This is an optimization exercise on Yosys and OpenROAD, whose aim is small area, a short achievable clock period and few clock cycles per item, not a production implementation.
Function not checked in this run: the RTL went through the layout flow alone.

--- flow/run.sh ---
#!/bin/bash
# synth_recipe.tcl (not shown) runs the flow's synth.tcl, then flattens the netlist and writes it again
# the make line also repeats each setting of config.mk as NAME=value (left out here)
make -C /OpenROAD-flow-scripts/flow DESIGN_CONFIG=/design/flow/config.mk WORK_HOME=/design/flow/orfs CLKGATE_MAP_FILE= SYNTH_SCRIPT=/design/flow/synth_recipe.tcl finish
--- flow/config.mk ---
export PLATFORM = sky130hd
export DESIGN_NAME = ntt_core
export DESIGN_NICKNAME = ntt_core
export VERILOG_FILES = /design/flow/design.v
export SDC_FILE = /design/flow/constraint.sdc
export NUM_CORES = 4
export LEC_CHECK = 0
export ABC_AREA = 1
export CAP_MARGIN = 20
export CORE_MARGIN = 2
export CORE_UTILIZATION = 40
export CTS_BUF_LIST = sky130_fd_sc_hd__clkbuf_8
export SETUP_SLACK_MARGIN = 3.25
export SLEW_MARGIN = 20
--- flow/constraint.sdc ---
create_clock -name core_clock -period 7.0 [get_ports {clk}]
set_input_delay 1.4000 -clock core_clock [delete_from_list [all_inputs] [get_ports {clk}]]
set_output_delay 1.4000 -clock core_clock [all_outputs]
set_load 0.01 [all_outputs]
--- flow/design.v ---
package ntt_pkg;
    localparam int DATA_W = 14;
    localparam logic [DATA_W-1:0] Q = 14'd12289;
    localparam logic [DATA_W-1:0] R2_MOD_Q = 14'd6829;
endpackage
`timescale 1ns/1ps
module coef_regfile (
    input  logic        clk,
    input  logic [3:0]  wr,         
    input  logic [13:0] wd0,
    input  logic [13:0] wd1,
    input  logic [13:0] wd2,
    input  logic [13:0] wd3,
    output logic [13:0] head0,
    output logic [13:0] head1,
    output logic [13:0] head2,
    output logic [13:0] head3,
    output logic [13:0] nxt0,
    output logic [13:0] nxt1,
    output logic [13:0] nxt3
);
    logic [13:0] l0 [0:3];
    logic [13:0] l1 [0:3];
    logic [13:0] l2 [0:3];
    logic [13:0] l3 [0:3];
    always_ff @(posedge clk) begin
        l0[0] <= wr[0] ? wd0 : l0[1]; l0[1] <= l0[2]; l0[2] <= l0[3]; l0[3] <= l0[0];
        l1[0] <= wr[1] ? wd1 : l1[1]; l1[1] <= l1[2]; l1[2] <= l1[3]; l1[3] <= l1[0];
        l2[0] <= wr[2] ? wd2 : l2[1]; l2[1] <= l2[2]; l2[2] <= l2[3]; l2[3] <= l2[0];
        l3[0] <= wr[3] ? wd3 : l3[1]; l3[1] <= l3[2]; l3[2] <= l3[3]; l3[3] <= l3[0];
    end
    assign head0 = l0[0];
    assign head1 = l1[0];
    assign head2 = l2[0];
    assign head3 = l3[0];
    assign nxt0  = l0[1];
    assign nxt1  = l1[1];
    assign nxt3  = l3[1];
endmodule
`timescale 1ns/1ps
module twiddle_ram (
    input  logic        clk,
    input  logic        wr_en,
    input  logic [2:0]  wr_idx,
    input  logic [13:0] wr_data,
    input  logic [2:0]  rd_sel,     
    output logic [13:0] rd_data
);
    logic [13:0] w1, w2, w3, w4, w6;
    always_ff @(posedge clk) begin
        if (wr_en && wr_idx == 3'd1) w1 <= wr_data;
        if (wr_en && wr_idx == 3'd2) w2 <= wr_data;
        if (wr_en && wr_idx == 3'd3) w3 <= wr_data;
        if (wr_en && wr_idx == 3'd4) w4 <= wr_data;
        if (wr_en && wr_idx == 3'd6) w6 <= wr_data;
    end
    always_comb begin
        case (rd_sel)
            3'd0:    rd_data = w1;
            3'd1:    rd_data = w2;
            3'd2:    rd_data = w3;
            3'd3:    rd_data = w4;
            3'd4:    rd_data = w6;
            default: rd_data = ntt_pkg::R2_MOD_Q;
        endcase
    end
endmodule
`timescale 1ns/1ps
module mod_mult (
    input  logic        clk,
    input  logic [13:0] a,
    input  logic [13:0] b,
    output logic [13:0] p
);
    logic [13:0] a_r;
    logic [27:0] s_r;      
    logic [27:0] c_r;
    logic [13:0] hi_r;     
    logic [13:0] m_r;      
    logic [1:0]  k_r;      
    logic [27:0] s_n;
    logic [27:0] c_n;
    logic [27:0] prod;
    logic [13:0] lo;
    logic [13:0] m;
    logic [2:0]  h;
    logic [1:0]  c;
    logic [1:0]  kc;
    logic [14:0] tx, ty, ux, uy;
    logic [14:0] t;
    logic [14:0] tq;
    mul_csa csa_i (.a(a_r), .b(b), .s(s_n), .c(c_n));
    always_comb begin
        prod = s_r + c_r;
        lo   = prod[13:0];
        m    = {2'(lo[1:0] * 2'd3), 12'd0} - lo;
        h    = {1'b0, lo[13:12]} + {1'b0, lo[1:0]};
        if (lo == 14'd0)                                           c = 2'd0;
        else if ((h > 3'd4) || ((h == 3'd4) && (lo[11:0] != 12'd0))) c = 2'd2;
        else                                                       c = 2'd1;
        kc   = c + 2'(m[1] & m[0]);
        tx   = {1'b0, hi_r} ^ {3'b0, m_r[13:2]} ^ {2'b0, m_r[13:1]};
        ty   = {(({1'b0, hi_r} & {3'b0, m_r[13:2]}) | ({1'b0, hi_r} & {2'b0, m_r[13:1]}) |
                 ({3'b0, m_r[13:2]} & {2'b0, m_r[13:1]})), 1'b0};
        ux   = tx ^ ty ^ 15'd20479;
        uy   = {((tx & ty) | (tx & 15'd20479) | (ty & 15'd20479)), 1'b0};
        t    = tx + ty + 15'(k_r);
        tq   = ux + uy + 15'(k_r);
    end
    always_ff @(posedge clk) begin
        a_r  <= a;
        s_r  <= s_n;
        c_r  <= c_n;
        hi_r <= prod[27:14];
        m_r  <= m;
        k_r  <= kc;
        p    <= tq[14] ? t[13:0] : tq[13:0];
    end
endmodule
module mul_csa (
    input  logic [13:0] a,
    input  logic [13:0] b,
    output logic [27:0] s,
    output logic [27:0] c
);
    logic [13:0] pp [0:13];
    always_comb for (int i = 0; i < 14; i++) pp[i] = a & {14{b[i]}};
    logic s1;
    logic c2;
    logic s3;
    logic c4;
    logic s5;
    logic c6;
    logic s7;
    logic c8;
    logic s9;
    logic c10;
    logic s11;
    logic c12;
    logic s13;
    logic c14;
    logic s15;
    logic c16;
    logic s17;
    logic c18;
    logic s19;
    logic c20;
    logic s21;
    logic c22;
    logic s23;
    logic c24;
    logic s25;
    logic c26;
    logic s27;
    logic c28;
    logic s29;
    logic c30;
    logic s31;
    logic c32;
    logic s33;
    logic c34;
    logic s35;
    logic c36;
    logic s37;
    logic c38;
    logic s39;
    logic c40;
    logic s41;
    logic c42;
    logic s43;
    logic c44;
    logic s45;
    logic c46;
    logic s47;
    logic c48;
    logic s49;
    logic c50;
    logic s51;
    logic c52;
    logic s53;
    logic c54;
    logic s55;
    logic c56;
    logic s57;
    logic c58;
    logic s59;
    logic c60;
    logic s61;
    logic c62;
    logic s63;
    logic c64;
    logic s65;
    logic c66;
    logic s67;
    logic c68;
    logic s69;
    logic c70;
    logic s71;
    logic c72;
    logic s73;
    logic c74;
    logic s75;
    logic c76;
    logic s77;
    logic c78;
    logic s79;
    logic c80;
    logic s81;
    logic c82;
    logic s83;
    logic c84;
    logic s85;
    logic c86;
    logic s87;
    logic c88;
    logic s89;
    logic c90;
    logic s91;
    logic c92;
    logic s93;
    logic c94;
    logic s95;
    logic c96;
    logic s97;
    logic c98;
    logic s99;
    logic c100;
    logic s101;
    logic c102;
    logic s103;
    logic c104;
    logic s105;
    logic c106;
    logic s107;
    logic c108;
    logic s109;
    logic c110;
    logic s111;
    logic c112;
    logic s113;
    logic c114;
    logic s115;
    logic c116;
    logic s117;
    logic c118;
    logic s119;
    logic c120;
    logic s121;
    logic c122;
    logic s123;
    logic c124;
    logic s125;
    logic c126;
    logic s127;
    logic c128;
    logic s129;
    logic c130;
    logic s131;
    logic c132;
    logic s133;
    logic c134;
    logic s135;
    logic c136;
    logic s137;
    logic c138;
    logic s139;
    logic c140;
    logic s141;
    logic c142;
    logic s143;
    logic c144;
    logic s145;
    logic c146;
    logic s147;
    logic c148;
    logic s149;
    logic c150;
    logic s151;
    logic c152;
    logic s153;
    logic c154;
    logic s155;
    logic c156;
    logic s157;
    logic c158;
    logic s159;
    logic c160;
    logic s161;
    logic c162;
    logic s163;
    logic c164;
    logic s165;
    logic c166;
    logic s167;
    logic c168;
    logic s169;
    logic c170;
    logic s171;
    logic c172;
    logic s173;
    logic c174;
    logic s175;
    logic c176;
    logic s177;
    logic c178;
    logic s179;
    logic c180;
    logic s181;
    logic c182;
    logic s183;
    logic c184;
    logic s185;
    logic c186;
    logic s187;
    logic c188;
    logic s189;
    logic c190;
    logic s191;
    logic c192;
    logic s193;
    logic c194;
    logic s195;
    logic c196;
    logic s197;
    logic c198;
    logic s199;
    logic c200;
    logic s201;
    logic c202;
    logic s203;
    logic c204;
    logic s205;
    logic c206;
    logic s207;
    logic c208;
    logic s209;
    logic c210;
    logic s211;
    logic c212;
    logic s213;
    logic c214;
    logic s215;
    logic c216;
    logic s217;
    logic c218;
    logic s219;
    logic c220;
    logic s221;
    logic c222;
    logic s223;
    logic c224;
    logic s225;
    logic c226;
    logic s227;
    logic c228;
    logic s229;
    logic c230;
    logic s231;
    logic c232;
    logic s233;
    logic c234;
    logic s235;
    logic c236;
    logic s237;
    logic c238;
    logic s239;
    logic c240;
    logic s241;
    logic c242;
    logic s243;
    logic c244;
    logic s245;
    logic c246;
    logic s247;
    logic c248;
    logic s249;
    logic c250;
    logic s251;
    logic c252;
    logic s253;
    logic c254;
    logic s255;
    logic c256;
    logic s257;
    logic c258;
    logic s259;
    logic c260;
    logic s261;
    logic c262;
    logic s263;
    logic c264;
    logic s265;
    logic c266;
    logic s267;
    logic c268;
    logic s269;
    logic c270;
    logic s271;
    logic c272;
    logic s273;
    logic c274;
    logic s275;
    logic c276;
    logic s277;
    logic c278;
    logic s279;
    logic c280;
    logic s281;
    logic c282;
    logic s283;
    logic c284;
    logic s285;
    logic c286;
    logic s287;
    logic c288;
    logic s289;
    logic c290;
    logic s291;
    logic c292;
    logic s293;
    logic c294;
    logic s295;
    logic c296;
    logic s297;
    logic c298;
    logic s299;
    logic c300;
    logic s301;
    logic c302;
    logic s303;
    logic c304;
    logic s305;
    logic c306;
    logic s307;
    logic c308;
    logic s309;
    logic c310;
    logic s311;
    logic c312;
    assign s1 = pp[0][13] ^ pp[1][12];
    assign c2 = pp[0][13] & pp[1][12];
    assign s3 = pp[1][13] ^ pp[2][12];
    assign c4 = pp[1][13] & pp[2][12];
    assign s5 = pp[0][9] ^ pp[1][8];
    assign c6 = pp[0][9] & pp[1][8];
    assign s7 = pp[0][10] ^ pp[1][9] ^ pp[2][8];
    assign c8 = (pp[0][10] & pp[1][9]) | (pp[0][10] & pp[2][8]) | (pp[1][9] & pp[2][8]);
    assign s9 = pp[3][7] ^ pp[4][6];
    assign c10 = pp[3][7] & pp[4][6];
    assign s11 = pp[0][11] ^ pp[1][10] ^ pp[2][9];
    assign c12 = (pp[0][11] & pp[1][10]) | (pp[0][11] & pp[2][9]) | (pp[1][10] & pp[2][9]);
    assign s13 = pp[3][8] ^ pp[4][7] ^ pp[5][6];
    assign c14 = (pp[3][8] & pp[4][7]) | (pp[3][8] & pp[5][6]) | (pp[4][7] & pp[5][6]);
    assign s15 = pp[6][5] ^ pp[7][4];
    assign c16 = pp[6][5] & pp[7][4];
    assign s17 = pp[0][12] ^ pp[1][11] ^ pp[2][10];
    assign c18 = (pp[0][12] & pp[1][11]) | (pp[0][12] & pp[2][10]) | (pp[1][11] & pp[2][10]);
    assign s19 = pp[3][9] ^ pp[4][8] ^ pp[5][7];
    assign c20 = (pp[3][9] & pp[4][8]) | (pp[3][9] & pp[5][7]) | (pp[4][8] & pp[5][7]);
    assign s21 = pp[6][6] ^ pp[7][5] ^ pp[8][4];
    assign c22 = (pp[6][6] & pp[7][5]) | (pp[6][6] & pp[8][4]) | (pp[7][5] & pp[8][4]);
    assign s23 = pp[9][3] ^ pp[10][2];
    assign c24 = pp[9][3] & pp[10][2];
    assign s25 = s1 ^ pp[2][11] ^ pp[3][10];
    assign c26 = (s1 & pp[2][11]) | (s1 & pp[3][10]) | (pp[2][11] & pp[3][10]);
    assign s27 = pp[4][9] ^ pp[5][8] ^ pp[6][7];
    assign c28 = (pp[4][9] & pp[5][8]) | (pp[4][9] & pp[6][7]) | (pp[5][8] & pp[6][7]);
    assign s29 = pp[7][6] ^ pp[8][5] ^ pp[9][4];
    assign c30 = (pp[7][6] & pp[8][5]) | (pp[7][6] & pp[9][4]) | (pp[8][5] & pp[9][4]);
    assign s31 = pp[10][3] ^ pp[11][2] ^ pp[12][1];
    assign c32 = (pp[10][3] & pp[11][2]) | (pp[10][3] & pp[12][1]) | (pp[11][2] & pp[12][1]);
    assign s33 = c2 ^ s3 ^ pp[3][11];
    assign c34 = (c2 & s3) | (c2 & pp[3][11]) | (s3 & pp[3][11]);
    assign s35 = pp[4][10] ^ pp[5][9] ^ pp[6][8];
    assign c36 = (pp[4][10] & pp[5][9]) | (pp[4][10] & pp[6][8]) | (pp[5][9] & pp[6][8]);
    assign s37 = pp[7][7] ^ pp[8][6] ^ pp[9][5];
    assign c38 = (pp[7][7] & pp[8][6]) | (pp[7][7] & pp[9][5]) | (pp[8][6] & pp[9][5]);
    assign s39 = pp[10][4] ^ pp[11][3] ^ pp[12][2];
    assign c40 = (pp[10][4] & pp[11][3]) | (pp[10][4] & pp[12][2]) | (pp[11][3] & pp[12][2]);
    assign s41 = c4 ^ pp[2][13] ^ pp[3][12];
    assign c42 = (c4 & pp[2][13]) | (c4 & pp[3][12]) | (pp[2][13] & pp[3][12]);
    assign s43 = pp[4][11] ^ pp[5][10] ^ pp[6][9];
    assign c44 = (pp[4][11] & pp[5][10]) | (pp[4][11] & pp[6][9]) | (pp[5][10] & pp[6][9]);
    assign s45 = pp[7][8] ^ pp[8][7] ^ pp[9][6];
    assign c46 = (pp[7][8] & pp[8][7]) | (pp[7][8] & pp[9][6]) | (pp[8][7] & pp[9][6]);
    assign s47 = pp[10][5] ^ pp[11][4] ^ pp[12][3];
    assign c48 = (pp[10][5] & pp[11][4]) | (pp[10][5] & pp[12][3]) | (pp[11][4] & pp[12][3]);
    assign s49 = pp[3][13] ^ pp[4][12] ^ pp[5][11];
    assign c50 = (pp[3][13] & pp[4][12]) | (pp[3][13] & pp[5][11]) | (pp[4][12] & pp[5][11]);
    assign s51 = pp[6][10] ^ pp[7][9] ^ pp[8][8];
    assign c52 = (pp[6][10] & pp[7][9]) | (pp[6][10] & pp[8][8]) | (pp[7][9] & pp[8][8]);
    assign s53 = pp[9][7] ^ pp[10][6] ^ pp[11][5];
    assign c54 = (pp[9][7] & pp[10][6]) | (pp[9][7] & pp[11][5]) | (pp[10][6] & pp[11][5]);
    assign s55 = pp[4][13] ^ pp[5][12] ^ pp[6][11];
    assign c56 = (pp[4][13] & pp[5][12]) | (pp[4][13] & pp[6][11]) | (pp[5][12] & pp[6][11]);
    assign s57 = pp[7][10] ^ pp[8][9] ^ pp[9][8];
    assign c58 = (pp[7][10] & pp[8][9]) | (pp[7][10] & pp[9][8]) | (pp[8][9] & pp[9][8]);
    assign s59 = pp[5][13] ^ pp[6][12] ^ pp[7][11];
    assign c60 = (pp[5][13] & pp[6][12]) | (pp[5][13] & pp[7][11]) | (pp[6][12] & pp[7][11]);
    assign s61 = pp[0][6] ^ pp[1][5];
    assign c62 = pp[0][6] & pp[1][5];
    assign s63 = pp[0][7] ^ pp[1][6] ^ pp[2][5];
    assign c64 = (pp[0][7] & pp[1][6]) | (pp[0][7] & pp[2][5]) | (pp[1][6] & pp[2][5]);
    assign s65 = pp[3][4] ^ pp[4][3];
    assign c66 = pp[3][4] & pp[4][3];
    assign s67 = pp[0][8] ^ pp[1][7] ^ pp[2][6];
    assign c68 = (pp[0][8] & pp[1][7]) | (pp[0][8] & pp[2][6]) | (pp[1][7] & pp[2][6]);
    assign s69 = pp[3][5] ^ pp[4][4] ^ pp[5][3];
    assign c70 = (pp[3][5] & pp[4][4]) | (pp[3][5] & pp[5][3]) | (pp[4][4] & pp[5][3]);
    assign s71 = pp[6][2] ^ pp[7][1];
    assign c72 = pp[6][2] & pp[7][1];
    assign s73 = s5 ^ pp[2][7] ^ pp[3][6];
    assign c74 = (s5 & pp[2][7]) | (s5 & pp[3][6]) | (pp[2][7] & pp[3][6]);
    assign s75 = pp[4][5] ^ pp[5][4] ^ pp[6][3];
    assign c76 = (pp[4][5] & pp[5][4]) | (pp[4][5] & pp[6][3]) | (pp[5][4] & pp[6][3]);
    assign s77 = pp[7][2] ^ pp[8][1] ^ pp[9][0];
    assign c78 = (pp[7][2] & pp[8][1]) | (pp[7][2] & pp[9][0]) | (pp[8][1] & pp[9][0]);
    assign s79 = c6 ^ s7 ^ s9;
    assign c80 = (c6 & s7) | (c6 & s9) | (s7 & s9);
    assign s81 = pp[5][5] ^ pp[6][4] ^ pp[7][3];
    assign c82 = (pp[5][5] & pp[6][4]) | (pp[5][5] & pp[7][3]) | (pp[6][4] & pp[7][3]);
    assign s83 = pp[8][2] ^ pp[9][1] ^ pp[10][0];
    assign c84 = (pp[8][2] & pp[9][1]) | (pp[8][2] & pp[10][0]) | (pp[9][1] & pp[10][0]);
    assign s85 = c8 ^ c10 ^ s11;
    assign c86 = (c8 & c10) | (c8 & s11) | (c10 & s11);
    assign s87 = s13 ^ s15 ^ pp[8][3];
    assign c88 = (s13 & s15) | (s13 & pp[8][3]) | (s15 & pp[8][3]);
    assign s89 = pp[9][2] ^ pp[10][1] ^ pp[11][0];
    assign c90 = (pp[9][2] & pp[10][1]) | (pp[9][2] & pp[11][0]) | (pp[10][1] & pp[11][0]);
    assign s91 = c12 ^ c14 ^ c16;
    assign c92 = (c12 & c14) | (c12 & c16) | (c14 & c16);
    assign s93 = s17 ^ s19 ^ s21;
    assign c94 = (s17 & s19) | (s17 & s21) | (s19 & s21);
    assign s95 = s23 ^ pp[11][1] ^ pp[12][0];
    assign c96 = (s23 & pp[11][1]) | (s23 & pp[12][0]) | (pp[11][1] & pp[12][0]);
    assign s97 = c18 ^ c20 ^ c22;
    assign c98 = (c18 & c20) | (c18 & c22) | (c20 & c22);
    assign s99 = c24 ^ s25 ^ s27;
    assign c100 = (c24 & s25) | (c24 & s27) | (s25 & s27);
    assign s101 = s29 ^ s31 ^ pp[13][0];
    assign c102 = (s29 & s31) | (s29 & pp[13][0]) | (s31 & pp[13][0]);
    assign s103 = c26 ^ c28 ^ c30;
    assign c104 = (c26 & c28) | (c26 & c30) | (c28 & c30);
    assign s105 = c32 ^ s33 ^ s35;
    assign c106 = (c32 & s33) | (c32 & s35) | (s33 & s35);
    assign s107 = s37 ^ s39 ^ pp[13][1];
    assign c108 = (s37 & s39) | (s37 & pp[13][1]) | (s39 & pp[13][1]);
    assign s109 = c34 ^ c36 ^ c38;
    assign c110 = (c34 & c36) | (c34 & c38) | (c36 & c38);
    assign s111 = c40 ^ s41 ^ s43;
    assign c112 = (c40 & s41) | (c40 & s43) | (s41 & s43);
    assign s113 = s45 ^ s47 ^ pp[13][2];
    assign c114 = (s45 & s47) | (s45 & pp[13][2]) | (s47 & pp[13][2]);
    assign s115 = c42 ^ c44 ^ c46;
    assign c116 = (c42 & c44) | (c42 & c46) | (c44 & c46);
    assign s117 = c48 ^ s49 ^ s51;
    assign c118 = (c48 & s49) | (c48 & s51) | (s49 & s51);
    assign s119 = s53 ^ pp[12][4] ^ pp[13][3];
    assign c120 = (s53 & pp[12][4]) | (s53 & pp[13][3]) | (pp[12][4] & pp[13][3]);
    assign s121 = c50 ^ c52 ^ c54;
    assign c122 = (c50 & c52) | (c50 & c54) | (c52 & c54);
    assign s123 = s55 ^ s57 ^ pp[10][7];
    assign c124 = (s55 & s57) | (s55 & pp[10][7]) | (s57 & pp[10][7]);
    assign s125 = pp[11][6] ^ pp[12][5] ^ pp[13][4];
    assign c126 = (pp[11][6] & pp[12][5]) | (pp[11][6] & pp[13][4]) | (pp[12][5] & pp[13][4]);
    assign s127 = c56 ^ c58 ^ s59;
    assign c128 = (c56 & c58) | (c56 & s59) | (c58 & s59);
    assign s129 = pp[8][10] ^ pp[9][9] ^ pp[10][8];
    assign c130 = (pp[8][10] & pp[9][9]) | (pp[8][10] & pp[10][8]) | (pp[9][9] & pp[10][8]);
    assign s131 = pp[11][7] ^ pp[12][6] ^ pp[13][5];
    assign c132 = (pp[11][7] & pp[12][6]) | (pp[11][7] & pp[13][5]) | (pp[12][6] & pp[13][5]);
    assign s133 = c60 ^ pp[6][13] ^ pp[7][12];
    assign c134 = (c60 & pp[6][13]) | (c60 & pp[7][12]) | (pp[6][13] & pp[7][12]);
    assign s135 = pp[8][11] ^ pp[9][10] ^ pp[10][9];
    assign c136 = (pp[8][11] & pp[9][10]) | (pp[8][11] & pp[10][9]) | (pp[9][10] & pp[10][9]);
    assign s137 = pp[11][8] ^ pp[12][7] ^ pp[13][6];
    assign c138 = (pp[11][8] & pp[12][7]) | (pp[11][8] & pp[13][6]) | (pp[12][7] & pp[13][6]);
    assign s139 = pp[7][13] ^ pp[8][12] ^ pp[9][11];
    assign c140 = (pp[7][13] & pp[8][12]) | (pp[7][13] & pp[9][11]) | (pp[8][12] & pp[9][11]);
    assign s141 = pp[10][10] ^ pp[11][9] ^ pp[12][8];
    assign c142 = (pp[10][10] & pp[11][9]) | (pp[10][10] & pp[12][8]) | (pp[11][9] & pp[12][8]);
    assign s143 = pp[8][13] ^ pp[9][12] ^ pp[10][11];
    assign c144 = (pp[8][13] & pp[9][12]) | (pp[8][13] & pp[10][11]) | (pp[9][12] & pp[10][11]);
    assign s145 = pp[0][4] ^ pp[1][3];
    assign c146 = pp[0][4] & pp[1][3];
    assign s147 = pp[0][5] ^ pp[1][4] ^ pp[2][3];
    assign c148 = (pp[0][5] & pp[1][4]) | (pp[0][5] & pp[2][3]) | (pp[1][4] & pp[2][3]);
    assign s149 = pp[3][2] ^ pp[4][1];
    assign c150 = pp[3][2] & pp[4][1];
    assign s151 = s61 ^ pp[2][4] ^ pp[3][3];
    assign c152 = (s61 & pp[2][4]) | (s61 & pp[3][3]) | (pp[2][4] & pp[3][3]);
    assign s153 = pp[4][2] ^ pp[5][1] ^ pp[6][0];
    assign c154 = (pp[4][2] & pp[5][1]) | (pp[4][2] & pp[6][0]) | (pp[5][1] & pp[6][0]);
    assign s155 = c62 ^ s63 ^ s65;
    assign c156 = (c62 & s63) | (c62 & s65) | (s63 & s65);
    assign s157 = pp[5][2] ^ pp[6][1] ^ pp[7][0];
    assign c158 = (pp[5][2] & pp[6][1]) | (pp[5][2] & pp[7][0]) | (pp[6][1] & pp[7][0]);
    assign s159 = c64 ^ c66 ^ s67;
    assign c160 = (c64 & c66) | (c64 & s67) | (c66 & s67);
    assign s161 = s69 ^ s71 ^ pp[8][0];
    assign c162 = (s69 & s71) | (s69 & pp[8][0]) | (s71 & pp[8][0]);
    assign s163 = c68 ^ c70 ^ c72;
    assign c164 = (c68 & c70) | (c68 & c72) | (c70 & c72);
    assign s165 = s73 ^ s75 ^ s77;
    assign c166 = (s73 & s75) | (s73 & s77) | (s75 & s77);
    assign s167 = c74 ^ c76 ^ c78;
    assign c168 = (c74 & c76) | (c74 & c78) | (c76 & c78);
    assign s169 = s79 ^ s81 ^ s83;
    assign c170 = (s79 & s81) | (s79 & s83) | (s81 & s83);
    assign s171 = c80 ^ c82 ^ c84;
    assign c172 = (c80 & c82) | (c80 & c84) | (c82 & c84);
    assign s173 = s85 ^ s87 ^ s89;
    assign c174 = (s85 & s87) | (s85 & s89) | (s87 & s89);
    assign s175 = c86 ^ c88 ^ c90;
    assign c176 = (c86 & c88) | (c86 & c90) | (c88 & c90);
    assign s177 = s91 ^ s93 ^ s95;
    assign c178 = (s91 & s93) | (s91 & s95) | (s93 & s95);
    assign s179 = c92 ^ c94 ^ c96;
    assign c180 = (c92 & c94) | (c92 & c96) | (c94 & c96);
    assign s181 = s97 ^ s99 ^ s101;
    assign c182 = (s97 & s99) | (s97 & s101) | (s99 & s101);
    assign s183 = c98 ^ c100 ^ c102;
    assign c184 = (c98 & c100) | (c98 & c102) | (c100 & c102);
    assign s185 = s103 ^ s105 ^ s107;
    assign c186 = (s103 & s105) | (s103 & s107) | (s105 & s107);
    assign s187 = c104 ^ c106 ^ c108;
    assign c188 = (c104 & c106) | (c104 & c108) | (c106 & c108);
    assign s189 = s109 ^ s111 ^ s113;
    assign c190 = (s109 & s111) | (s109 & s113) | (s111 & s113);
    assign s191 = c110 ^ c112 ^ c114;
    assign c192 = (c110 & c112) | (c110 & c114) | (c112 & c114);
    assign s193 = s115 ^ s117 ^ s119;
    assign c194 = (s115 & s117) | (s115 & s119) | (s117 & s119);
    assign s195 = c116 ^ c118 ^ c120;
    assign c196 = (c116 & c118) | (c116 & c120) | (c118 & c120);
    assign s197 = s121 ^ s123 ^ s125;
    assign c198 = (s121 & s123) | (s121 & s125) | (s123 & s125);
    assign s199 = c122 ^ c124 ^ c126;
    assign c200 = (c122 & c124) | (c122 & c126) | (c124 & c126);
    assign s201 = s127 ^ s129 ^ s131;
    assign c202 = (s127 & s129) | (s127 & s131) | (s129 & s131);
    assign s203 = c128 ^ c130 ^ c132;
    assign c204 = (c128 & c130) | (c128 & c132) | (c130 & c132);
    assign s205 = s133 ^ s135 ^ s137;
    assign c206 = (s133 & s135) | (s133 & s137) | (s135 & s137);
    assign s207 = c134 ^ c136 ^ c138;
    assign c208 = (c134 & c136) | (c134 & c138) | (c136 & c138);
    assign s209 = s139 ^ s141 ^ pp[13][7];
    assign c210 = (s139 & s141) | (s139 & pp[13][7]) | (s141 & pp[13][7]);
    assign s211 = c140 ^ c142 ^ s143;
    assign c212 = (c140 & c142) | (c140 & s143) | (c142 & s143);
    assign s213 = pp[11][10] ^ pp[12][9] ^ pp[13][8];
    assign c214 = (pp[11][10] & pp[12][9]) | (pp[11][10] & pp[13][8]) | (pp[12][9] & pp[13][8]);
    assign s215 = c144 ^ pp[9][13] ^ pp[10][12];
    assign c216 = (c144 & pp[9][13]) | (c144 & pp[10][12]) | (pp[9][13] & pp[10][12]);
    assign s217 = pp[11][11] ^ pp[12][10] ^ pp[13][9];
    assign c218 = (pp[11][11] & pp[12][10]) | (pp[11][11] & pp[13][9]) | (pp[12][10] & pp[13][9]);
    assign s219 = pp[10][13] ^ pp[11][12] ^ pp[12][11];
    assign c220 = (pp[10][13] & pp[11][12]) | (pp[10][13] & pp[12][11]) | (pp[11][12] & pp[12][11]);
    assign s221 = pp[0][3] ^ pp[1][2];
    assign c222 = pp[0][3] & pp[1][2];
    assign s223 = s145 ^ pp[2][2] ^ pp[3][1];
    assign c224 = (s145 & pp[2][2]) | (s145 & pp[3][1]) | (pp[2][2] & pp[3][1]);
    assign s225 = c146 ^ s147 ^ s149;
    assign c226 = (c146 & s147) | (c146 & s149) | (s147 & s149);
    assign s227 = c148 ^ c150 ^ s151;
    assign c228 = (c148 & c150) | (c148 & s151) | (c150 & s151);
    assign s229 = c152 ^ c154 ^ s155;
    assign c230 = (c152 & c154) | (c152 & s155) | (c154 & s155);
    assign s231 = c156 ^ c158 ^ s159;
    assign c232 = (c156 & c158) | (c156 & s159) | (c158 & s159);
    assign s233 = c160 ^ c162 ^ s163;
    assign c234 = (c160 & c162) | (c160 & s163) | (c162 & s163);
    assign s235 = c164 ^ c166 ^ s167;
    assign c236 = (c164 & c166) | (c164 & s167) | (c166 & s167);
    assign s237 = c168 ^ c170 ^ s171;
    assign c238 = (c168 & c170) | (c168 & s171) | (c170 & s171);
    assign s239 = c172 ^ c174 ^ s175;
    assign c240 = (c172 & c174) | (c172 & s175) | (c174 & s175);
    assign s241 = c176 ^ c178 ^ s179;
    assign c242 = (c176 & c178) | (c176 & s179) | (c178 & s179);
    assign s243 = c180 ^ c182 ^ s183;
    assign c244 = (c180 & c182) | (c180 & s183) | (c182 & s183);
    assign s245 = c184 ^ c186 ^ s187;
    assign c246 = (c184 & c186) | (c184 & s187) | (c186 & s187);
    assign s247 = c188 ^ c190 ^ s191;
    assign c248 = (c188 & c190) | (c188 & s191) | (c190 & s191);
    assign s249 = c192 ^ c194 ^ s195;
    assign c250 = (c192 & c194) | (c192 & s195) | (c194 & s195);
    assign s251 = c196 ^ c198 ^ s199;
    assign c252 = (c196 & c198) | (c196 & s199) | (c198 & s199);
    assign s253 = c200 ^ c202 ^ s203;
    assign c254 = (c200 & c202) | (c200 & s203) | (c202 & s203);
    assign s255 = c204 ^ c206 ^ s207;
    assign c256 = (c204 & c206) | (c204 & s207) | (c206 & s207);
    assign s257 = c208 ^ c210 ^ s211;
    assign c258 = (c208 & c210) | (c208 & s211) | (c210 & s211);
    assign s259 = c212 ^ c214 ^ s215;
    assign c260 = (c212 & c214) | (c212 & s215) | (c214 & s215);
    assign s261 = c216 ^ c218 ^ s219;
    assign c262 = (c216 & c218) | (c216 & s219) | (c218 & s219);
    assign s263 = c220 ^ pp[11][13] ^ pp[12][12];
    assign c264 = (c220 & pp[11][13]) | (c220 & pp[12][12]) | (pp[11][13] & pp[12][12]);
    assign s265 = pp[0][2] ^ pp[1][1];
    assign c266 = pp[0][2] & pp[1][1];
    assign s267 = s221 ^ pp[2][1] ^ pp[3][0];
    assign c268 = (s221 & pp[2][1]) | (s221 & pp[3][0]) | (pp[2][1] & pp[3][0]);
    assign s269 = c222 ^ s223 ^ pp[4][0];
    assign c270 = (c222 & s223) | (c222 & pp[4][0]) | (s223 & pp[4][0]);
    assign s271 = c224 ^ s225 ^ pp[5][0];
    assign c272 = (c224 & s225) | (c224 & pp[5][0]) | (s225 & pp[5][0]);
    assign s273 = c226 ^ s227 ^ s153;
    assign c274 = (c226 & s227) | (c226 & s153) | (s227 & s153);
    assign s275 = c228 ^ s229 ^ s157;
    assign c276 = (c228 & s229) | (c228 & s157) | (s229 & s157);
    assign s277 = c230 ^ s231 ^ s161;
    assign c278 = (c230 & s231) | (c230 & s161) | (s231 & s161);
    assign s279 = c232 ^ s233 ^ s165;
    assign c280 = (c232 & s233) | (c232 & s165) | (s233 & s165);
    assign s281 = c234 ^ s235 ^ s169;
    assign c282 = (c234 & s235) | (c234 & s169) | (s235 & s169);
    assign s283 = c236 ^ s237 ^ s173;
    assign c284 = (c236 & s237) | (c236 & s173) | (s237 & s173);
    assign s285 = c238 ^ s239 ^ s177;
    assign c286 = (c238 & s239) | (c238 & s177) | (s239 & s177);
    assign s287 = c240 ^ s241 ^ s181;
    assign c288 = (c240 & s241) | (c240 & s181) | (s241 & s181);
    assign s289 = c242 ^ s243 ^ s185;
    assign c290 = (c242 & s243) | (c242 & s185) | (s243 & s185);
    assign s291 = c244 ^ s245 ^ s189;
    assign c292 = (c244 & s245) | (c244 & s189) | (s245 & s189);
    assign s293 = c246 ^ s247 ^ s193;
    assign c294 = (c246 & s247) | (c246 & s193) | (s247 & s193);
    assign s295 = c248 ^ s249 ^ s197;
    assign c296 = (c248 & s249) | (c248 & s197) | (s249 & s197);
    assign s297 = c250 ^ s251 ^ s201;
    assign c298 = (c250 & s251) | (c250 & s201) | (s251 & s201);
    assign s299 = c252 ^ s253 ^ s205;
    assign c300 = (c252 & s253) | (c252 & s205) | (s253 & s205);
    assign s301 = c254 ^ s255 ^ s209;
    assign c302 = (c254 & s255) | (c254 & s209) | (s255 & s209);
    assign s303 = c256 ^ s257 ^ s213;
    assign c304 = (c256 & s257) | (c256 & s213) | (s257 & s213);
    assign s305 = c258 ^ s259 ^ s217;
    assign c306 = (c258 & s259) | (c258 & s217) | (s259 & s217);
    assign s307 = c260 ^ s261 ^ pp[13][10];
    assign c308 = (c260 & s261) | (c260 & pp[13][10]) | (s261 & pp[13][10]);
    assign s309 = c262 ^ s263 ^ pp[13][11];
    assign c310 = (c262 & s263) | (c262 & pp[13][11]) | (s263 & pp[13][11]);
    assign s311 = c264 ^ pp[12][13] ^ pp[13][12];
    assign c312 = (c264 & pp[12][13]) | (c264 & pp[13][12]) | (pp[12][13] & pp[13][12]);
    assign s[0] = pp[0][0];
    assign c[0] = 1'b0;
    assign s[1] = pp[0][1];
    assign c[1] = pp[1][0];
    assign s[2] = s265;
    assign c[2] = pp[2][0];
    assign s[3] = c266;
    assign c[3] = s267;
    assign s[4] = c268;
    assign c[4] = s269;
    assign s[5] = c270;
    assign c[5] = s271;
    assign s[6] = c272;
    assign c[6] = s273;
    assign s[7] = c274;
    assign c[7] = s275;
    assign s[8] = c276;
    assign c[8] = s277;
    assign s[9] = c278;
    assign c[9] = s279;
    assign s[10] = c280;
    assign c[10] = s281;
    assign s[11] = c282;
    assign c[11] = s283;
    assign s[12] = c284;
    assign c[12] = s285;
    assign s[13] = c286;
    assign c[13] = s287;
    assign s[14] = c288;
    assign c[14] = s289;
    assign s[15] = c290;
    assign c[15] = s291;
    assign s[16] = c292;
    assign c[16] = s293;
    assign s[17] = c294;
    assign c[17] = s295;
    assign s[18] = c296;
    assign c[18] = s297;
    assign s[19] = c298;
    assign c[19] = s299;
    assign s[20] = c300;
    assign c[20] = s301;
    assign s[21] = c302;
    assign c[21] = s303;
    assign s[22] = c304;
    assign c[22] = s305;
    assign s[23] = c306;
    assign c[23] = s307;
    assign s[24] = c308;
    assign c[24] = s309;
    assign s[25] = c310;
    assign c[25] = s311;
    assign s[26] = c312;
    assign c[26] = pp[13][13];
    assign s[27] = 1'b0;
    assign c[27] = 1'b0;
endmodule
`timescale 1ns/1ps
module mod_addsub (
    input  logic [13:0] a,
    input  logic [13:0] b,
    input  logic        sub,
    output logic [13:0] y
);
    logic [14:0] bb;
    logic [14:0] s;
    logic [14:0] t;
    logic [14:0] k;
    logic [14:0] cx;
    logic [14:0] cy;
    always_comb begin
        bb = {1'b0, b} ^ {15{sub}};
        k  = sub ? 15'd12290 : 15'd20479;
        cx = {1'b0, a} ^ bb ^ k;
        cy = ({1'b0, a} & bb) | ({1'b0, a} & k) | (bb & k);
        s  = {1'b0, a} + bb + 15'(sub);
        t  = cx + {cy[13:0], 1'b0};
        if (sub) y = s[14] ? t[13:0] : s[13:0];
        else     y = t[14] ? s[13:0] : t[13:0];
    end
endmodule
module mod_add (
    input  logic [13:0] a,
    input  logic [13:0] b,
    output logic [13:0] y
);
    logic [14:0] s;
    logic [14:0] t;
    logic [14:0] cx;
    logic [14:0] cy;
    always_comb begin
        cx = {1'b0, a} ^ {1'b0, b} ^ 15'd20479;
        cy = ({1'b0, a} & {1'b0, b}) | ({1'b0, a} & 15'd20479) | ({1'b0, b} & 15'd20479);
        s = {1'b0, a} + {1'b0, b};
        t = cx + {cy[13:0], 1'b0};
        y = t[14] ? s[13:0] : t[13:0];
    end
endmodule
module mod_sub (
    input  logic [13:0] a,
    input  logic [13:0] b,
    output logic [13:0] y
);
    logic [14:0] s;
    logic [14:0] t;
    logic [14:0] cx;
    logic [14:0] cy;
    always_comb begin
        cx = {1'b0, a} ^ {1'b1, ~b} ^ 15'd12290;
        cy = ({1'b0, a} & {1'b1, ~b}) | ({1'b0, a} & 15'd12290) | ({1'b1, ~b} & 15'd12290);
        s = {1'b0, a} + {1'b1, ~b} + 15'd1;
        t = cx + {cy[13:0], 1'b0};
        y = s[14] ? t[13:0] : s[13:0];
    end
endmodule
`timescale 1ns/1ps
`timescale 1ns/1ps
module ntt_core (
    input  logic        clk,
    input  logic        reset,
    input  logic        load_w,
    input  logic        load_data,
    input  logic        start,
    input  logic [13:0] din,
    output logic        done,
    output logic [13:0] dout
);
    typedef enum logic [2:0] {
        S_IDLE,
        S_LTW,
        S_LDATA,
        S_WAIT,
        S_RUN
    } state_t;
    state_t      state;
    logic [3:0]  seq;
    logic [3:0]  twk;      
    logic [1:0]  hcol;     
    logic [4:0]  k;        
    logic [4:0]  kn;       
    logic        spec;     
    logic        ready;
    logic        go;
    logic        go_spec;
    logic        cmd_start;
    logic        commit;
    logic        abort;
    logic [13:0] din_r;
    logic        ldv_r;    
    logic [3:0]  ldi_r;
    assign cmd_start = start && !load_w && !load_data;
    assign ready     = (hcol == 2'd1) && (twk >= 4'd13);
    assign go_spec   = (state == S_LDATA) && (seq == 4'd14) && ready;
    assign commit    = spec && (state == S_IDLE) && cmd_start;
    assign abort     = spec && (state == S_IDLE) && !cmd_start;
    assign go        = ready && !spec && (((state == S_IDLE) && cmd_start) || (state == S_WAIT));
    assign kn        = (go || go_spec) ? 5'd1 :
                       (abort ? 5'd0 : (((k != 5'd0) && (k != 5'd25)) ? k + 5'd1 : 5'd0));
    always_ff @(posedge clk or posedge reset) begin
        if (reset) begin
            state <= S_IDLE;
            seq   <= '0;
            twk   <= 4'd15;
            hcol  <= '0;
            k     <= '0;
            spec  <= 1'b0;
            ldv_r <= 1'b0;
            ldi_r <= '0;
        end else begin
            hcol  <= hcol + 2'd1;
            ldv_r <= (state == S_LDATA);
            ldi_r <= seq;
            k     <= kn;
            if (twk != 4'd15) twk <= twk + 4'd1;
            if (go_spec) spec <= 1'b1;
            if (state == S_IDLE) spec <= 1'b0;
            case (state)
                S_IDLE: begin
                    seq <= '0;
                    if (commit) begin
                        state <= S_RUN;
                    end else if (load_w) begin
                        state <= S_LTW;
                        twk   <= '0;
                    end else if (load_data) begin
                        state <= S_LDATA;
                        hcol  <= 2'd3;
                    end else if (start) begin
                        state <= go ? S_RUN : S_WAIT;
                    end
                end
                S_LTW: begin
                    seq <= seq + 4'd1;
                    if (seq == 4'd7) state <= S_IDLE;
                end
                S_LDATA: begin
                    seq <= seq + 4'd1;
                    if (seq == 4'd15) state <= S_IDLE;
                end
                S_WAIT: begin
                    if (go) state <= S_RUN;
                end
                S_RUN: begin
                    if (k == 5'd25) state <= S_IDLE;
                end
                default: state <= S_IDLE;
            endcase
        end
    end
    logic       s2_sub;
    logic       s2_swap;   
    logic       s2_bu2;    
    logic       d_wr;
    logic       z_mult;
    logic       ru_p3;     
    logic       ru_sub;
    logic       f_r3n;     
    logic       en_r1;
    logic       en_r0;
    logic       en_r2;
    logic       f_hi;      
    logic       f_sub;
    logic       out_en;
    always_ff @(posedge clk) begin
        s2_sub  <= ((kn >= 5'd5) && (kn <= 5'd8)) || (kn >= 5'd13);
        s2_swap <= (kn == 5'd15);
        s2_bu2  <= (kn <= 5'd8);
        d_wr    <= (kn >= 5'd4) && (kn <= 5'd7);
        ru_p3   <= (kn[1:0] == 2'd3);
        ru_sub  <= kn[1];
        f_r3n   <= (kn[1:0] != 2'd1);
        en_r1   <= (kn[1:0] == 2'd0);
        en_r0   <= (kn[1:0] == 2'd1);
        en_r2   <= (kn[1:0] == 2'd2);
        f_hi    <= kn[1] ^ 1'b1;       
        f_sub   <= kn[0];
        out_en  <= (kn >= 5'd10) && (kn <= 5'd25);
        case (kn)
            5'd9, 5'd10, 5'd11, 5'd13, 5'd14, 5'd15, 5'd17, 5'd18, 5'd19: z_mult <= 1'b1;
            default: z_mult <= 1'b0;
        endcase
    end
    logic [4:0] kq;
    logic [1:0] ma_sel;
    logic [2:0] tw_sel;
    logic [2:0] tw_sel_r;
    logic       conv;      
    assign kq   = ((k != 5'd0) && (k != 5'd25)) ? k + 5'd1 : 5'd0;
    assign conv = (twk <= 4'd7);
    always_comb begin
        if (kq <= 5'd4)           ma_sel = 2'd1;   
        else if (kq[1:0] == 2'd1) ma_sel = 2'd2;   
        else                      ma_sel = 2'd3;   
        case (kq)
            5'd6:    tw_sel = 3'd1;   
            5'd8:    tw_sel = 3'd4;   
            5'd10:   tw_sel = 3'd0;   
            5'd11:   tw_sel = 3'd1;   
            5'd12:   tw_sel = 3'd2;   
            5'd14:   tw_sel = 3'd2;   
            5'd15:   tw_sel = 3'd4;   
            5'd16:   tw_sel = 3'd0;   
            default: tw_sel = 3'd3;   
        endcase
        if (conv) tw_sel = 3'd7;
    end
    always_ff @(posedge clk) begin
        tw_sel_r <= tw_sel;
    end
    always_ff @(posedge clk) begin
        din_r <= din;
    end
    logic [13:0] h0, h1, h2, h3, n0, n1, n3;
    logic [13:0] lx;       
    logic [13:0] la, lc;
    logic [3:0]  l_wr;
    logic        l_hi;     
    assign l_hi = ldi_r[3];
    assign lx   = ldi_r[2] ? n1 : n0;
    mod_add ld_add_i (.a(lx), .b(din_r), .y(la));
    mod_sub ld_sub_i (.a(lx), .b(din_r), .y(lc));
    logic [13:0] e_nxt;
    assign e_nxt = (ldv_r && (ldi_r[3:2] == 2'd3)) ? lc : n3;
    always_comb begin
        l_wr = 4'b0000;
        if (ldv_r) begin
            l_wr[{l_hi, ldi_r[2]}] = 1'b1;    
            if (l_hi) l_wr[{1'b0, ldi_r[2]}] = 1'b1;    
        end
    end
    coef_regfile rf_i (
        .clk  (clk),
        .wr   (l_wr),
        .wd0  (l_hi ? la : din_r),
        .wd1  (l_hi ? la : din_r),
        .wd2  (lc),
        .wd3  (lc),
        .head0(h0),
        .head1(h1),
        .head2(h2),
        .head3(h3),
        .nxt0 (n0),
        .nxt1 (n1),
        .nxt3 (n3)
    );
    logic [13:0] dr [0:3];
    logic [13:0] mp;
    always_ff @(posedge clk) begin
        dr[0] <= d_wr ? mp : dr[1];
        dr[1] <= dr[2];
        dr[2] <= dr[3];
        dr[3] <= dr[0];
    end
    logic [13:0] y, y_n;
    logic [13:0] s2_a, s2_b;
    assign s2_a = s2_swap ? dr[0] : (s2_bu2 ? h0 : h2);
    assign s2_b = s2_bu2 ? h1 : (s2_swap ? h2 : dr[0]);
    mod_addsub s2_i (.a(s2_a), .b(s2_b), .sub(s2_sub), .y(y_n));
    always_ff @(posedge clk) begin
        y <= y_n;
    end
    logic [13:0] ma;
    logic [13:0] mb;
    always_comb begin
        if (conv)                 ma = din;
        else if (ma_sel == 2'd1)  ma = e_nxt;
        else if (ma_sel == 2'd2)  ma = t_r;
        else                      ma = y_n;
    end
    twiddle_ram tw_i (
        .clk    (clk),
        .wr_en  ((twk >= 4'd4) && (twk <= 4'd11)),
        .wr_idx (3'(twk - 4'd4)),
        .wr_data(mp),
        .rd_sel (tw_sel_r),
        .rd_data(mb)
    );
    mod_mult mult_i (
        .clk(clk),
        .a  (ma),
        .b  (mb),
        .p  (mp)
    );
    logic [13:0] yd1, yd2, yd3;
    always_ff @(posedge clk) begin
        yd1 <= y;
        yd2 <= yd1;
        yd3 <= yd2;
    end
    logic [13:0] z;
    logic [13:0] zd1, zd2, zd3, zd4;
    assign z = z_mult ? mp : yd3;
    always_ff @(posedge clk) begin
        zd1 <= z;
        zd2 <= zd1;
        zd3 <= zd2;
        zd4 <= zd3;
    end
    logic [13:0] ru_a, ru_b, ru_y;
    logic [13:0] t_r;      
    logic [13:0] r0, r1, r2, r3h;
    always_comb begin
        ru_a = ({14{ru_p3 | en_r2}} & zd2) | ({14{en_r1}} & zd3) | ({14{en_r0}} & zd1);
        ru_b = ({14{ru_p3}} & z) | ({14{en_r1}} & zd1) | ({14{en_r0}} & zd3) | ({14{en_r2}} & zd4);
    end
    mod_addsub ru_i (.a(ru_a), .b(ru_b), .sub(ru_sub), .y(ru_y));
    always_ff @(posedge clk) begin
        t_r <= ru_y;
        if (en_r1) r1 <= ru_y;
        if (en_r0) r0 <= ru_y;
        if (en_r2) r2 <= ru_y;
        r3h <= mp;
    end
    logic [13:0] fa, fb, fy;
    assign fa = f_hi ? r2 : r0;
    assign fb = f_hi ? (f_r3n ? mp : r3h) : r1;
    mod_addsub fin_i (.a(fa), .b(fb), .sub(f_sub), .y(fy));
    always_ff @(posedge clk or posedge reset) begin
        if (reset) begin
            done <= 1'b0;
            dout <= '0;
        end else begin
            done <= (k == 5'd9);
            dout <= out_en ? fy : 14'd0;
        end
    end
endmodule
==> flow_summary.yaml <==
outcome:
  status: "finished clean"
synth:
  synth_nets: 5104
  netlist_area_um2: 38840
  synthTopCellsByCount: "1,073 x nand2_1, 644 x inv_1, 561 x dfxtp_1"
  syn_avg_cell_area_um2: 8.403
  synth_edf_count: 112
  yosysUniqueCellTypes: 69
  synth.area.top_cells: "dfxtp_1 29%, nand2_1 10%, fa_1 9.4%"
  ys_warn_count: 14
  ys_ff_latch: 710
  yosys.area.top_type_share: 0.2892
  async_flop_share: 0.05211
  seq_area_frac_synth: 0.3997
  yosysMostFrequentCell: "nand2_1"
  yosys_most_used_dff: "dfxtp_1"
  synth_top_area_cell: "dfxtp_1"
  syn-instance-count: 4622
floorplan:
  start_util: 0.4028
  die_height_um: 315.6
  die_area_um2: 99600
  fp.dieW_um: 315.6
  rows: 114
  io_pins: 34
  core_um2: 96420
clock_tree:
  cts_root_buf: "clkbuf_8"
  numClockSinks: 710
  clk_pin_slew_ps: 60
  h-tree-depth: 3
  worstSkewPairLatency_ps: 730
  numCtsBuffers: 110
  cts_buffer_depth: 3
  tritoncts: "yes"
grt:
  first_global_vias: 30130
  overflow: 0
  grt_max_degree: 39
  grt_pass1_wl_um: 168800
  antenna_found_initial: 2
  grt_usage: 0.2167
setup_path:
  crit_fanout: 5
  end_kind: "flop"
  crit_type: "flop to flop"
  cp.required_ps: 7660
  critical_path_arrival_ps: 4840
  startpoint_type: "flop"
  r2r_slack_ps: 2820
route:
  drc: 0
  drt-vias-per-instance: 4.921
  antenna_left: 0
  first_iter_violations: 2121
  wl_per_cell_um: 17.55
  drt_wl_total_um: 110000
  dr.pass1.iters: 6
  vias: 30860
layout:
  fin_nets: 5384
  final_area_um2: 46860
  final_util: 0.4860
  fill_cells: 9131
  drive_gt1_frac: 0.1845
  areaGrowthSynthToFinish_pct: 20.66
sta:
  fin_skew_ps: 39.98
  finalHoldViolations: 0
  layout_setup_ws_ps: 2817
  finalSetupTns_ps: 0
  slew_viol_final: 0
  fmax_ghz: 0.2391
  min_period_over_period: 0.5976
  tightestPinTransition_ps: 1000
  max_slew_margin: 0.3323
  final-setup-viol-count: 0
  fin_hold_ws_ps: 305.0
  rsz0062_at_grt: "yes"
  finalCriticalPeriod_ps: 4183
placement:
  portBuffers: 33
  place_area_um2: 40610
  gp_congestion: 0.9227
  place_hpwl_um: 80120
  place_ws_ps: 2093
hold_path:
  hold_class: "flop to flop"
run:
  cap_violations: 0
-- final timing paths --
check,startpoint,to,cells past startpoint
max,tw_sel_r[1],mult_i.c_r[15],16
min,rf_i.l3[3][12],rf_i.l3[2][12],0
max reg2reg,tw_sel_r[1],mult_i.c_r[15],16
min reg2reg,rf_i.l3[3][12],rf_i.l3[2][12],0
max in group asynchronous,reset,ldi_r[2],2
min in group asynchronous,reset,state[0],2
-- per-stage QoR --
step / cells
2_1_floorplan: 4622
3_3_place_gp: 5857
3_5_place_dp: 5857
4_1_cts: 6174
5_1_grt: 6271
6_report: 6271
-- placed cells by master, fill, tap and decap left out, types with 33 or more instances in the layout --
| master | synthesis | layout |
|---|---|---|
| a21oi_1 | 238 | 198 |
| clkbuf_8 | 0 | 134 |
| nor2_1 | 380 | 345 |
| a21oi_2 | 6 | 34 |
| nand2_2 | 13 | 55 |
| edfxtp_1 | 112 | 112 |
| xnor2_1 | 67 | 65 |
| o21ai_1 | 25 | 34 |
| o21ai_2 | 7 | 37 |
| buf_4 | 5 | 166 |
| nand3_2 | 6 | 33 |
| inv_1 | 644 | 621 |
| xor2_1 | 148 | 141 |
| nand3_1 | 238 | 206 |
| o21ai_0 | 197 | 152 |
| dfxtp_1 | 561 | 540 |
| clkdlybuf4s50_1 | 0 | 33 |
| fa_2 | 0 | 52 |
| inv_2 | 20 | 58 |
| fa_1 | 182 | 130 |
| nand4_1 | 37 | 37 |
| ha_1 | 281 | 240 |
| nand2_1 | 1073 | 1019 |
| buf_6 | 5 | 35 |
-- critical path: stages, from the launching register on --
cell and delay, ps:
dfxtp_4 400, nor2_4 60, buf_4 130, buf_4 120, a32o_2 270, nor2_4 230
nor2_2 70, ha_2 320, inv_2 30, fa_1 480, inv_2 40, fa_2 530
inv_2 40, fa_2 330, fa_1 500, inv_2 40, fa_2 510
-- timing repair --
action | in CTS | in global routing
endpoints found under the setup margin | 191 | 161
resized for setup | 331 | 281
buffers inserted | 108 | 88
pin swaps | 87 | 111
hold buffers | 0 | 0
cloned | 6 | 7
-- sequential cells by signal, summed over array words and instances (netlist names), 26 cells and up --
name and cells:
mult_i.c_r 26, rf_i.l2 56, rf_i.l0 56, rf_i.l3 56, mult_i.s_r 27, dr 56, rf_i.l1 56
-- cell type report --
cell class                 count  area, um^2  area share
multi-input combinational   3149       22200      0.4738
sequential                   710       15600      0.3328
inverter                     674        2670     0.05698
timing repair buffer         256        2424     0.05172
clock buffer                 134        1844     0.03936
tap                         1276        1597     0.03407
clock inverter                69       514.2     0.01097
timing repair inverter         1       7.507   0.0001602
antenna                        2       5.005   0.0001068
-- kinds of logic (layout without fill, tap and decap cells) --
kind of cell / after synthesis / after routing / synth area share
buf+inv: 771 / 1134 / 0.07674
fa+ha+maj: 463 / 463 / 0.1843
flops: 710 / 710 / 0.3997
other cells: 0 / 2 / 0
mux: 10 / 10 / 0.002577
xor+xnor: 219 / 219 / 0.05045
simple gates: 1854 / 1862 / 0.1995
compound gates: 595 / 595 / 0.08666
-- routing by layer --
metal / track usage / wire length (um) / vias to the layer above
met5: 0 / 0 / -
met4: 0.06635 / 3271 / 0
met3: 0.02709 / 4956 / 192
met2: 0.3659 / 51990 / 774
met1: 0.2899 / 49820 / 14640
li1: - / - / 15250

[separate check: timing with driven ports]
How much do the figures lean on ideal ports? The routed layout below was timed once more, with nothing changed but the port constraints.
Step 1, drivers: a clkbuf_16 drives clk and a buf_2 each remaining input, both assumed.
Step 2, shift: input delay + t, output delay - t, t = (earliest + latest rising clock arrival at the registers) / 2. This alone moves slack from input paths to output paths.
Slacks: no drivers / after step 1 / after step 2; pairs: no drivers / after step 1.
shift t [ns]: 0.772
setup WS [ns]: 2.817 / 2.817 / 2.817
clock arrival spread, ns: 0.047 / 0.047
worst data-port slew with drivers (ns): 0.04
After both steps this run still meets setup and hold. The setup slack of this run moves by 0.000 ns with the drivers and by 0.000 ns with both steps.
